What follows belongs to an exercise in optimizing a design on an open flow for small area, a short achievable clock period and few clock cycles; a production flow would make more cautious choices.
At most, simulation tests tie the RTL to the original design; equivalence was not proved.

== nickel ==
==> flow/design.v (excerpt) <==
module approx_mac_top (
    input  wire                         clk,
    input  wire                         arst_n,
    input  wire [33:0]                  cmd,     
    input  wire                         cmd_valid,
    output logic                        cmd_ready,
    output logic [151:0]                result,  
    output logic                        result_valid,
    input  wire                         result_ready
);
For scale: about 2,500 cells after synthesis, ~300 flip-flops, ~190 I/O pins, roughly 0.025 sq mm of cells after synthesis.
export LEC_CHECK = 0
export CAP_MARGIN = 20
export CORE_MARGIN = 2
export CORE_UTILIZATION = 40
export SETUP_SLACK_MARGIN = 5
export SLEW_MARGIN = 20
export SYNTH_HIERARCHICAL = 1
create_clock -name core_clock -period 9.0 [get_ports {clk}]
run.sh (not shown) runs the stock make flow with config.mk's settings and CLKGATE_MAP_FILE= SYNTH_SCRIPT=/design/flow/synth_recipe.tcl, a recipe that flattens the netlist after the stock synthesis.
Edits applied to the flow inputs when going from nickel to amber:
# nickel
export LEC_CHECK = 0
export CAP_MARGIN = 20
export CORE_MARGIN = 2
export CORE_UTILIZATION = 40
export SETUP_SLACK_MARGIN = 5
export SLEW_MARGIN = 20
export SYNTH_HIERARCHICAL = 1
create_clock -name core_clock -period 9.0 [get_ports {clk}]
# amber
export LEC_CHECK = 0
export CAP_MARGIN = 20
export CORE_MARGIN = 2
export CORE_UTILIZATION = 40
export SLEW_MARGIN = 20
export SYNTH_HIERARCHICAL = 1
create_clock -name core_clock -period 9.0 [get_ports {clk}]
### Flow results
Detailed-route wire length (amber over nickel): decrease, 3.7%. Of amber and nickel, the lower number of clock buffer instances in the layout belongs to nickel. Post-layout worst setup margin in amber is 1.13 ns below nickel. Measured against each other, amber and nickel differ in growth of design area from synthesis to finish, the lower figure coming from amber. Between amber and nickel, the difference in clock transition time at the flip-flop clock pins of the worst setup and hold paths is negligible. amber — post-CTS repair timing setup buffer count 74 lower, nickel as reference. Summary of amber over nickel: fmax went down; final period utilization went up. Sort amber and nickel by finished layout cell area asc -> top: amber.
No functional check of the RTL was part of any run of this note.


approx_mac_top, a different RTL version from the one above (not shown whole).
Size in the first run: roughly 2200 cells after synthesis, about 190 I/O pins, ~0.022 mm² of cells after synthesis.
==> flow/config.mk <==
export PLATFORM = sky130hd
export DESIGN_NAME = approx_mac_top
export DESIGN_NICKNAME = approx_mac_top
export VERILOG_FILES = /design/flow/design.v
export SDC_FILE = /design/flow/constraint.sdc
export NUM_CORES = 4
export LEC_CHECK = 0
export CAP_MARGIN = 20
export CORE_MARGIN = 2
export CORE_UTILIZATION = 60
export CTS_BUF_LIST = sky130_fd_sc_hd__clkbuf_8
export CTS_CLUSTER_DIAMETER = 60
export CTS_CLUSTER_SIZE = 16
export SETUP_SLACK_MARGIN = 5
export SLEW_MARGIN = 20
export SYNTH_HIERARCHICAL = 1
==> flow/constraint.sdc <==
create_clock -name core_clock -period 9.0 [get_ports {clk}]
set_input_delay 1.8000 -clock core_clock [delete_from_list [all_inputs] [get_ports {clk}]]
set_output_delay 1.8000 -clock core_clock [all_outputs]
set_load 0.01 [all_outputs]
standard.sh (not shown) runs the stock make flow with config.mk's settings and CLKGATE_MAP_FILE= SYNTH_SCRIPT=/design/flow/synth_recipe.tcl, a recipe that flattens the netlist after the stock synthesis.
==> flow/flow/run.sh <==
#!/bin/bash
# The standard layout (the standard.sh, all ORFS steps unchanged), except that:
# - the port buffers buffer_ports inserts are sky130_fd_sc_hd__buf_1 cells instead of the
#   delay buffers it picks by default (every input and output port still gets a buffer);
set -euo pipefail
export BUFFER_PORTS_ARGS="-buffer_cell sky130_fd_sc_hd__buf_1"
bash standard.sh SETUP_SLACK_MARGIN=5.5 finish > standard_flow.log 2>&1
Testbench counts at the start, summed over its fixed seeds: cycles 8,399.
Then changed:
==> flow/run.sh (new file) <==
#!/bin/bash
# synth_recipe.tcl (not shown) runs the flow's synth.tcl, then flattens the netlist and writes it again
# the make line also repeats each setting of config.mk as NAME=value (left out here)
make -C /OpenROAD-flow-scripts/flow DESIGN_CONFIG=/design/flow/config.mk WORK_HOME=/design/flow/orfs CLKGATE_MAP_FILE= SYNTH_SCRIPT=/design/flow/synth_recipe.tcl finish
- CORE_UTILIZATION: 60 -> 40
- CTS_BUF_LIST: sky130_fd_sc_hd__clkbuf_8 -> default
- CTS_CLUSTER_DIAMETER: 60 -> default
- CTS_CLUSTER_SIZE: 16 -> default
removed: flow/flow/run.sh
removed: flow/standard.sh
What happened: Routed wire length falls by 2.9%; critical path depth stays the same; maximum frequency falls by 3.7%.
Then changed:
==> flow/flow/run.sh (new file) <==
#!/bin/bash
# The standard layout (the standard.sh, all ORFS steps unchanged), except that the
# port buffers buffer_ports inserts are sky130_fd_sc_hd__buf_1 cells instead of the
# delay buffers it picks by default. Every input and output port still gets a buffer.
set -euo pipefail
export BUFFER_PORTS_ARGS="-buffer_cell sky130_fd_sc_hd__buf_1"
bash standard.sh > standard_flow.log 2>&1
==> flow/standard.sh (new file) <==
#!/bin/bash
# synth_recipe.tcl (not shown) runs the flow's synth.tcl, then flattens the netlist and writes it again
# the make line also repeats each setting of config.mk as NAME=value (left out here)
make -C /OpenROAD-flow-scripts/flow DESIGN_CONFIG=/design/flow/config.mk WORK_HOME=/design/flow/orfs CLKGATE_MAP_FILE= SYNTH_SCRIPT=/design/flow/synth_recipe.tcl "${@:-finish}"
- CORE_UTILIZATION: 40 -> 75
- CTS_BUF_LIST: default -> sky130_fd_sc_hd__clkbuf_8
- CTS_CLUSTER_DIAMETER: default -> 60
- CTS_CLUSTER_SIZE: default -> 16
removed: flow/run.sh
What happened:
- The changed run passed the timing, design-rule and antenna checks
- sequential share of layout area climbs by 2.2 points
- setup slack is worse by 0.043 ns
- cell count drops by roughly a tenth
- count of clock-buffer cells in the layout drops by 27
- via count climbs by a little under a tenth
- flip-flop and latch count is unchanged
Then changed:
- CORE_UTILIZATION: 75 -> 40
- CTS_BUF_LIST: sky130_fd_sc_hd__clkbuf_8 -> default
- CTS_CLUSTER_DIAMETER: 60 -> default
- CTS_CLUSTER_SIZE: 16 -> default
Effect: Die area climbs by 85%; global-route usage came out lower by 17 points.
Then changed:
- CORE_UTILIZATION: 40 -> 60
- CTS_BUF_LIST: default -> sky130_fd_sc_hd__clkbuf_8
- CTS_CLUSTER_DIAMETER: default -> 60
- CTS_CLUSTER_SIZE: default -> 16
What happened:
- The changed run finished with timing, DRC and antenna clean
- clock-buffer cell count is lower by 18
- die area is lower by 33%
- area after synthesis is unchanged

afterwards: timing with drivers on the ports:
How much do the figures lean on ideal ports? The routed layouts below were timed once more, with nothing changed but the port constraints. Step 1: set_driving_cell puts a clkbuf_16 on clk and a buf_2 on each other input, an assumption about the parent block. Step 2 also shifts input and output timing later by t, the mid clock arrival at the registers, as if the neighbouring blocks saw the same clock. Three values: ideal ports, drivers, drivers and shift; two values: the first two.
| run | shift t [ns] | setup slack, ns | worst hold slack (ns) | slew at the worst register clock pin (ns) |
|---|---|---|---|---|
| nickel | 0.615 | 4.155 / 4.155 / 4.155 | 0.486 / 0.486 / 0.486 | 0.06 / 0.06 |
| amber | 0.610 | 3.027 / 3.027 / 3.027 | 0.493 / 0.493 / 0.493 | 0.06 / 0.06 |
| the first run of note 2 | 0.692 | 5.188 / 5.188 / 5.188 | 0.528 / 0.528 / 0.528 | 0.10 / 0.10 |
| the second run of note 2 | 0.597 | 5.042 / 5.042 / 5.042 | 0.506 / 0.506 / 0.506 | 0.07 / 0.07 |
| the third run of note 2 | 0.649 | 5.000 / 5.000 / 5.000 | 0.514 / 0.514 / 0.514 | 0.11 / 0.11 |
| the fourth run of note 2 | 0.589 | 4.991 / 4.991 / 4.991 | 0.506 / 0.506 / 0.506 | 0.06 / 0.06 |
| the fifth run of note 2 | 0.680 | 5.104 / 5.104 / 5.104 | 0.515 / 0.515 / 0.515 | 0.10 / 0.10 |
After both steps setup and hold are still met in every run listed.
